From an optimization exercise on the open Yosys and OpenROAD flow, aimed at small area; shortcuts taken in it are not production practice. Where RTL was checked, it was by simulation tests only, not by an equivalence proof against the original. Power figures rest on the tool's default switching activity, not on a simulated workload.

== before ==
Design cgra_tile, start of the top module:
module cgra_tile
(
    input  logic         clk,
    input  logic         reset,
    input  logic         i_start_exec,
    input  logic [63:0]  i_ctrl,
    input  logic [3:0]   i_flit_valid,
    input  logic [127:0] i_flit_data,
    input  logic [31:0]  i_mem_rdata,
    output logic         o_result_valid,
    output logic [31:0]  o_result_data,
    output logic         o_mem_read,
    output logic         o_mem_write,
    output logic [8:0]   o_mem_addr,
    output logic [3:0]   o_mem_be,
    output logic [31:0]  o_mem_wdata,
    output logic [4:0]   o_loop_start,
    output logic [4:0]   o_loop_end
);
Size: about 1,300 cells after synthesis, ~250 flip-flops, about 13,000 um2 of cells after synthesis.
==> flow/config.mk <==
export PLATFORM = sky130hd
export DESIGN_NAME = cgra_tile
export DESIGN_NICKNAME = cgra_tile
export VERILOG_FILES = /design/flow/design.v
export SDC_FILE = /design/flow/constraint.sdc
export NUM_CORES = 4
export LEC_CHECK = 0
export CAP_MARGIN = 20
export CELL_PAD_IN_SITES_DETAIL_PLACEMENT = 1
export CELL_PAD_IN_SITES_GLOBAL_PLACEMENT = 1
export CORE_MARGIN = 2
export CORE_UTILIZATION = 40
export SLEW_MARGIN = 20
==> flow/constraint.sdc <==
create_clock -name core_clock -period 5.5 [get_ports {clk}]
set_input_delay 1.1000 -clock core_clock [delete_from_list [all_inputs] [get_ports {clk}]]
set_output_delay 1.1000 -clock core_clock [all_outputs]
set_load 0.01 [all_outputs]
standard.sh (not shown) runs the stock make flow with config.mk's settings and CLKGATE_MAP_FILE= SYNTH_SCRIPT=/design/flow/synth_recipe.tcl, a recipe that flattens the netlist after the stock synthesis.
==> flow/flow/run.sh <==
#!/bin/bash
# The standard layout (standard.sh) with these changes to how it is made:
#  - abc maps with flow/abc_area_only.script: area-oriented rounds of
#    &dch and &nf with a relaxed delay target, and no buffering or upsizing
#    at the end; the flow's own timing repair then sizes what timing needs,
#  - port buffers use the smallest buffer cell,
#  - CTS adds no dummy loads and clusters up to 25 sinks per leaf buffer.
# The tools' logs are under orfs/logs; make's own output goes to
# make_finish.log here.
set -euo pipefail
here=$(pwd)
rm -rf "$here/scripts_mod"
cp -r "$FLOW_HOME/scripts" "$here/scripts_mod"
cp "$here/flow/abc_area_only.script" "$here/scripts_mod/abc_speed.script"
export SCRIPTS_DIR="$here/scripts_mod"
export BUFFER_PORTS_ARGS="-buffer_cell sky130_fd_sc_hd__buf_1"
export CTS_ARGS="-sink_clustering_enable -repair_clock_nets -dont_use_dummy_load -sink_clustering_size 25 -sink_clustering_max_diameter 100"
bash standard.sh finish > make_finish.log 2>&1
==> flow/flow/abc_area_only.script <==
&get -n
&st
&dch
&nf -R 1000
&st
&dch -f
&nf -R 1000
&st
&dch -f
&nf -R 1000
&st
&dch -f
&nf -R 1000
&put
topo
stime -c
dnsize -c
Input changes introduced in after (baseline for comparison: before):
--- a/flow/design.v
+++ b/flow/design.v
@@ -168,24 +168,24 @@
                      (is_sel ? (rv | lv | cf)
                              : (((rs == 3'd7) | rv) & (cf | (ls == 3'd7) | lv)));
     logic [31:0] a, b;
     assign a = ({32{cf}} & {{16{k[15]}}, k}) | lhs_d;
     assign b = rhs_d;
     logic [3:0] tt;
     always_comb
     begin
         case (op)
             5'd2:                 tt = 4'b1000;             
-            5'd3:                 tt = 4'b1100;             
-            5'd4:                 tt = 4'b0100;             
-            5'd7:                 tt = rv ? 4'b0001 : 4'b0010;
-            5'd11, 5'd12, 5'd13:  tt = 4'b0001;             
+            5'd3:                 tt = 4'b1110;             
+            5'd4:                 tt = 4'b0110;             
+            5'd7:                 tt = rv ? 4'b1010 : 4'b1100;
+            5'd11, 5'd12, 5'd13:  tt = 4'b1010;             
             default:              tt = 4'b0000;
         endcase
     end
     logic        fire1, twe1, ld1, st1, h1, b1;
     logic        add1, sub1, shl1, shr1;
     logic [3:0]  tt1;
     logic [31:0] a1, b1d;
     always_ff @(posedge clk)
     begin
         if (reset)
@@ -257,24 +257,23 @@
     assign sh_in  = shl1 ? a_rev : a1;
     assign s0     = b1d[4] ? {16'd0, sh_in[31:16]} : sh_in;
     assign s1     = b1d[3] ? {8'd0,  s0[31:8]}     : s0;
     assign s2     = b1d[2] ? {4'd0,  s1[31:4]}     : s1;
     assign s3     = b1d[1] ? {2'd0,  s2[31:2]}     : s2;
     assign sh_out = b1d[0] ? {1'd0,  s3[31:1]}     : s3;
     always_comb
         for (int i = 0; i < 32; i++)
             sh_rev[i] = sh_out[31-i];
     logic [31:0] lu, p1;
-    assign lu = ({32{tt1[3]}} & gg)
-              | ({32{tt1[2]}} & pp)
-              | ({32{tt1[1]}} & a1)
-              | ({32{tt1[0]}} & b1d);
+    always_comb
+        for (int i = 0; i < 32; i++)
+            lu[i] = tt1[{a1[i], b1d[i]}];
     assign p1 = ({32{add1}} & sum)
               | ({32{shl1}} & sh_rev)
               | ({32{shr1}} & sh_out)
               | lu;
     logic [3:0] be1;
     logic       acc1;
     always_comb
     begin
         if (b1)
             be1 = 4'b0001 << a1[1:0];
[summary]
- Summary of after over before: global-route usage now sits higher, proportion of power drawn by the clock network decreased 0.9 points, relative contribution of combinational cells to total power went up, count of pins on the block boundary flat.
- Diff before -> after: pre-CTS setup slack fell by 250 ps, met3 track utilization from global routing went down 1.6 points.
- Source of the critical timing path = b1d[0]: after; source of the critical timing path = sub1: before
- On buffering overhead: after sits above before.
- Relative to before, first-pass GRT wire length increased by about 2.7% in after.
- Comparing routed wire length for after and before, the smaller number came from before.
- Higher synthesized area divided by synthesized cell count among after and before: before
- Summary: setup slack after layout, after better than before
- Compared with before, after is the more power-hungry design.
- Comparing after and before, the higher final-layout clock buffer total was measured on before.

cgra_tile, a different RTL version from the one above (not shown whole).
For scale: ~220 flip-flops, roughly 320 I/O pins, about 16000 um^2 of cells after synthesis.
==> module cgra_tile, before the edit <==
module cgra_tile
(
    input  logic         clk,
    input  logic         reset,
    input  logic         i_start_exec,
    input  logic [63:0]  i_ctrl,
    input  logic [3:0]   i_flit_valid,
    input  logic [127:0] i_flit_data,
    input  logic [31:0]  i_mem_rdata,
    output logic         o_result_valid,
    output logic [31:0]  o_result_data,
    output logic         o_mem_read,
    output logic         o_mem_write,
    output logic [8:0]   o_mem_addr,
    output logic [3:0]   o_mem_be,
    output logic [31:0]  o_mem_wdata,
    output logic [4:0]   o_loop_start,
    output logic [4:0]   o_loop_end
);
    logic [2:0]  rs, ls, ps;
    logic [4:0]  op;
    logic        cf, pinv, twe;
    logic [15:0] k;
    assign rs   = i_ctrl[2:0];
    assign ls   = i_ctrl[5:3];
    assign ps   = i_ctrl[8:6];
    assign twe  = i_ctrl[9];
    assign op   = i_ctrl[14:10];
    assign cf   = i_ctrl[15];
    assign pinv = i_ctrl[16];
    assign k    = i_ctrl[32:17];
    logic        treg_v;
    logic [31:0] treg_d;
    function automatic logic [31:0] pick_data(input logic [2:0] src,
                                              input logic [127:0] fd,
                                              input logic [31:0] td);
        if (src[2])
            pick_data = src[0] ? 32'd0 : td;
        else
            pick_data = fd[32*src[1:0] +: 32];
    endfunction
    function automatic logic pick_valid(input logic [2:0] src,
                                        input logic [3:0] fv,
                                        input logic tv);
        if (src[2])
            pick_valid = (src[1:0] == 2'd0) & tv;
        else
            pick_valid = fv[src[1:0]];
    endfunction
    logic [31:0] rhs_d, lhs_d;
    logic        rv, lv, pv, pnz;
    logic [3:0]  fnz;
    assign rhs_d = pick_data(rs, i_flit_data, treg_d);
    assign lhs_d = pick_data(ls, i_flit_data, treg_d);
    assign rv    = pick_valid(rs, i_flit_valid, treg_v);
    assign lv    = pick_valid(ls, i_flit_valid, treg_v);
    assign pv    = pick_valid(ps, i_flit_valid, treg_v);
    assign fnz[0] = |i_flit_data[31:0];
    assign fnz[1] = |i_flit_data[63:32];
    assign fnz[2] = |i_flit_data[95:64];
    assign fnz[3] = |i_flit_data[127:96];
    assign pnz    = ps[2] ? (|treg_d) : fnz[ps[1:0]];
    logic is_sel, pred_ok, fire;
    assign is_sel  = (op == 5'd7);
    assign pred_ok = (ps == 3'd7) | (pv & (pnz ^ pinv));
    assign fire    = i_start_exec & pred_ok &
                     (is_sel ? (rv | lv | cf)
                             : (((rs == 3'd7) | rv) & (cf | (ls == 3'd7) | lv)));
    logic [31:0] a, b;
    assign a = cf ? {{16{k[15]}}, k} : lhs_d;
    assign b = rhs_d;
    logic        op_add, op_sub, op_and, op_or, op_xor, op_shl, op_shr;
    logic        op_ld, op_st, sz_h, sz_b;
    assign op_add = (op == 5'd0);
    assign op_sub = (op == 5'd1);
    assign op_and = (op == 5'd2);
    assign op_or  = (op == 5'd3);
    assign op_xor = (op == 5'd4);
    assign op_shl = (op == 5'd5);
    assign op_shr = (op == 5'd6);
    assign op_ld  = (op == 5'd8) | (op == 5'd9) | (op == 5'd10);
    assign op_st  = (op == 5'd11) | (op == 5'd12) | (op == 5'd13);
    assign sz_h   = (op == 5'd9) | (op == 5'd12);
    assign sz_b   = (op == 5'd10) | (op == 5'd13);
    logic [31:0] sum;
    assign sum = a + (b ^ {32{op_sub}}) + {31'd0, op_sub};
    logic [31:0] a_rev, sh_in, sh_out, sh_rev;
    always_comb
        for (int i = 0; i < 32; i++)
            a_rev[i] = a[31-i];
    assign sh_in  = op_shl ? a_rev : a;
    assign sh_out = sh_in >> b[4:0];
    always_comb
        for (int i = 0; i < 32; i++)
            sh_rev[i] = sh_out[31-i];
    logic [31:0] st_data;
    assign st_data = sz_b ? {4{b[7:0]}} : sz_h ? {2{b[15:0]}} : b;
    logic [31:0] p_next;
    assign p_next = ({32{op_add | op_sub}} & sum)
                  | ({32{op_and}} & (a & b))
                  | ({32{op_or}}  & (a | b))
                  | ({32{op_xor}} & (a ^ b))
                  | ({32{op_shl}} & sh_rev)
                  | ({32{op_shr}} & sh_out)
                  | ({32{is_sel}} & (rv ? b : a))
                  | ({32{op_st}}  & st_data);
    logic        fire1, twe1, ld1, st1, h1, b1;
    logic [31:0] p1;
    logic [10:0] a1;
    always_ff @(posedge clk)
    begin
        if (reset)
        begin
            fire1 <= 1'b0;
            twe1  <= 1'b0;
        end
        else
        begin
            fire1 <= fire;
            twe1  <= i_start_exec & twe;
        end
        ld1 <= op_ld;
        st1 <= op_st;
        h1  <= sz_h;
        b1  <= sz_b;
        p1  <= p_next;
        a1  <= a[10:0];
    end
    always_ff @(posedge clk)
    begin
        if (reset)
        begin
            o_loop_start <= '0;
            o_loop_end   <= '0;
        end
        else if (i_start_exec && op == 5'd14)
        begin
            o_loop_start <= i_ctrl[21:17];
            o_loop_end   <= i_ctrl[26:22];
        end
    end
    logic [3:0] be1;
    logic       acc1;
    always_comb
    begin
        if (b1)
            be1 = 4'b0001 << a1[1:0];
        else if (h1)
            be1 = a1[0] ? 4'b0000 : (a1[1] ? 4'b1100 : 4'b0011);
        else
            be1 = 4'b1111;
    end
    assign acc1 = fire1 & ~(h1 & a1[0]);
    logic fire2, twe2, ld2, st2;
    always_ff @(posedge clk)
    begin
        if (reset)
        begin
            o_mem_read  <= 1'b0;
            o_mem_write <= 1'b0;
            fire2       <= 1'b0;
            twe2        <= 1'b0;
        end
        else
        begin
            o_mem_read  <= acc1 & ld1;
            o_mem_write <= acc1 & st1;
            fire2       <= fire1;
            twe2        <= twe1;
        end
        ld2         <= ld1;
        st2         <= st1;
        o_mem_addr  <= a1[10:2];
        o_mem_be    <= be1;
        o_mem_wdata <= p1;
    end
    logic        fire3, twe3, ld3, st3;
    logic [3:0]  be3;
    logic [31:0] p3;
    always_ff @(posedge clk)
    begin
        if (reset)
        begin
            fire3 <= 1'b0;
            twe3  <= 1'b0;
        end
        else
        begin
            fire3 <= fire2;
            twe3  <= twe2;
        end
        ld3 <= ld2;
        st3 <= st2;
        be3 <= o_mem_be;
        p3  <= o_mem_wdata;
    end
    logic [31:0] ld_val, res;
    always_comb
    begin
        case (be3)
            4'b1111: ld_val = i_mem_rdata;
            4'b0011: ld_val = {16'd0, i_mem_rdata[15:0]};
            4'b1100: ld_val = {16'd0, i_mem_rdata[31:16]};
            4'b0001: ld_val = {24'd0, i_mem_rdata[7:0]};
            4'b0010: ld_val = {24'd0, i_mem_rdata[15:8]};
            4'b0100: ld_val = {24'd0, i_mem_rdata[23:16]};
            4'b1000: ld_val = {24'd0, i_mem_rdata[31:24]};
            default: ld_val = 32'd0;
        endcase
    end
    assign res = ld3 ? ld_val : (st3 ? 32'd0 : p3);
    always_ff @(posedge clk)
    begin
        if (reset)
        begin
            o_result_valid <= 1'b0;
            treg_v         <= 1'b0;
        end
        else
        begin
            o_result_valid <= fire3;
            if (twe3)
                treg_v <= fire3;
        end
        o_result_data <= res;
        if (twe3)
            treg_d <= res;
    end
endmodule
==> flow/config.mk <==
export PLATFORM = sky130hd
export DESIGN_NAME = cgra_tile
export DESIGN_NICKNAME = cgra_tile
export VERILOG_FILES = /design/flow/design.v
export SDC_FILE = /design/flow/constraint.sdc
export NUM_CORES = 4
export LEC_CHECK = 0
export CAP_MARGIN = 20
export CORE_MARGIN = 2
export CORE_UTILIZATION = 40
export GPL_TIMING_DRIVEN = 0
export SLEW_MARGIN = 20
==> flow/constraint.sdc <==
create_clock -name core_clock -period 5.5 [get_ports {clk}]
set_input_delay 1.1000 -clock core_clock [delete_from_list [all_inputs] [get_ports {clk}]]
set_output_delay 1.1000 -clock core_clock [all_outputs]
set_load 0.01 [all_outputs]
==> flow/flow/run.sh <==
#!/bin/bash
# The standard layout, with the port buffers made from the smallest buffer cell
set -euo pipefail
export BUFFER_PORTS_ARGS="-buffer_cell sky130_fd_sc_hd__buf_1"
bash standard.sh finish > make_finish.log 2>&1
The starting point completed and failed the layout checks on setup timing.
==> next run, changes <==
--- a/flow/design.v
+++ b/flow/design.v
@@ -169,29 +169,67 @@
     assign op_st  = (op == 5'd11) | (op == 5'd12) | (op == 5'd13);
     assign sz_h   = (op == 5'd9) | (op == 5'd12);
     assign sz_b   = (op == 5'd10) | (op == 5'd13);
     logic [31:0] sum;
-    assign sum = a + (b ^ {32{op_sub}}) + {31'd0, op_sub};
-    logic [31:0] a_rev, sh_in, sh_out, sh_rev;
+    logic [31:0] bx, pp, gg;
+    logic [31:0] G, P;
+    logic [32:0] cc;
+    assign bx = b ^ {32{op_sub}};
+    assign pp = a ^ bx;
+    always_comb
+    begin
+        gg = a & bx;
+        gg[0] = (a[0] & bx[0]) | (pp[0] & op_sub);
+        G = gg; P = pp;
+        for (int d = 1; d < 32; d = d * 2)
+            for (int i = 2*d - 1; i < 32; i = i + 2*d)
+            begin
+                G[i] = G[i] | (P[i] & G[i-d]);
+                P[i] = P[i] & P[i-d];
+            end
+        for (int d = 8; d >= 1; d = d / 2)
+            for (int i = 3*d - 1; i < 32; i = i + 2*d)
+            begin
+                G[i] = G[i] | (P[i] & G[i-d]);
+                P[i] = P[i] & P[i-d];
+            end
+        cc[0] = op_sub;
+        for (int i = 0; i < 32; i++) cc[i+1] = G[i];
+    end
+    assign sum = pp ^ cc[31:0];
+    logic [31:0] a_rev, sh_in, s0, s1, s2, s3, sh_out, sh_rev;
     always_comb
         for (int i = 0; i < 32; i++)
             a_rev[i] = a[31-i];
     assign sh_in  = op_shl ? a_rev : a;
-    assign sh_out = sh_in >> b[4:0];
+    assign s0     = b[4] ? {16'd0, sh_in[31:16]} : sh_in;
+    assign s1     = b[3] ? {8'd0,  s0[31:8]}     : s0;
+    assign s2     = b[2] ? {4'd0,  s1[31:4]}     : s1;
+    assign s3     = b[1] ? {2'd0,  s2[31:2]}     : s2;
+    assign sh_out = b[0] ? {1'd0,  s3[31:1]}     : s3;
     always_comb
         for (int i = 0; i < 32; i++)
             sh_rev[i] = sh_out[31-i];
-    logic [31:0] st_data;
-    assign st_data = sz_b ? {4{b[7:0]}} : sz_h ? {2{b[15:0]}} : b;
+    logic [3:0]  tt;
+    logic [31:0] lu;
+    always_comb
+    begin
+        case (op)
+            5'd2:                 tt = 4'b1000;             
+            5'd3:                 tt = 4'b1110;             
+            5'd4:                 tt = 4'b0110;             
+            5'd7:                 tt = rv ? 4'b1010 : 4'b1100;
+            5'd11, 5'd12, 5'd13:  tt = 4'b1010;             
+            default:              tt = 4'b0000;
+        endcase
+        for (int i = 0; i < 32; i++)
+            lu[i] = tt[{a[i], b[i]}];
+    end
     logic [31:0] p_next;
     assign p_next = ({32{op_add | op_sub}} & sum)
-                  | ({32{op_and}} & (a & b))
-                  | ({32{op_or}}  & (a | b))
-                  | ({32{op_xor}} & (a ^ b))
                   | ({32{op_shl}} & sh_rev)
                   | ({32{op_shr}} & sh_out)
-                  | ({32{is_sel}} & (rv ? b : a))
-                  | ({32{op_st}}  & st_data);
+                  | lu;
     logic        fire1, twe1, ld1, st1, h1, b1;
     logic [31:0] p1;
     logic [10:0] a1;
     always_ff @(posedge clk)
@@ -258,9 +296,9 @@
         ld2         <= ld1;
         st2         <= st1;
         o_mem_addr  <= a1[10:2];
         o_mem_be    <= be1;
-        o_mem_wdata <= p1;
+        o_mem_wdata <= b1 ? {4{p1[7:0]}} : h1 ? {2{p1[15:0]}} : p1;
     end
     logic        fire3, twe3, ld3, st3;
     logic [3:0]  be3;
     logic [31:0] p3;
The changed run completed, yet does not pass: setup timing.
Setup slack loses 56 ps.
Flip-flop and latch count does not change.
Die area went down by 13%.
Clock power stays flat.
Synthesized area fell by 13%.
Design area drops by 7.9%.
Non-clock buffer count grows by 10.
Wire length decreases by 16%.
Cell count falls by 12%.
Register-to-register slack improved by 40 ps.
Fmax decreases by 1.0%.
Via count goes down by 15%.
Synthesized cell count decreases by 15%.
Clock skew is about the same.
No functional check of the RTL was part of any run of this note.

separate check: timing with driven ports:
The flow's constraints put no driver on any port. The routed layouts listed below were extracted and timed again, unchanged, in two steps. Step 1 sets driving cells, clkbuf_16 on the clock port and buf_2 on the other inputs (assumed; they add their load-dependent delay and slew). Step 2, shift: input delay + t, output delay - t, t = (earliest + latest rising clock arrival at the registers) / 2. This alone moves slack from input paths to output paths. Slacks: no drivers / after step 1 / after step 2; pairs: no drivers / after step 1.
run	t (ns)	setup slack, ns	worst setup path after step 2	clock arrival spread, ns	worst slew at a driven data input, ns
before	0.534	0.279 / 0.279 / 0.279	register to register	0.042 / 0.042	0.09
after	0.531	0.372 / 0.372 / 0.372	register to register	0.053 / 0.054	0.13
the first run of note 2	0.591	-0.040 / -0.027 / -0.617	input to register	0.019 / 0.019	0.05
the second run of note 2	0.565	-0.097 / -0.098 / -0.663	input to register	0.020 / 0.020	0.14
For the first run of note 2, which loses most, drivers alone change the setup slack by +0.013 ns; drivers and shift together by -0.577 ns.
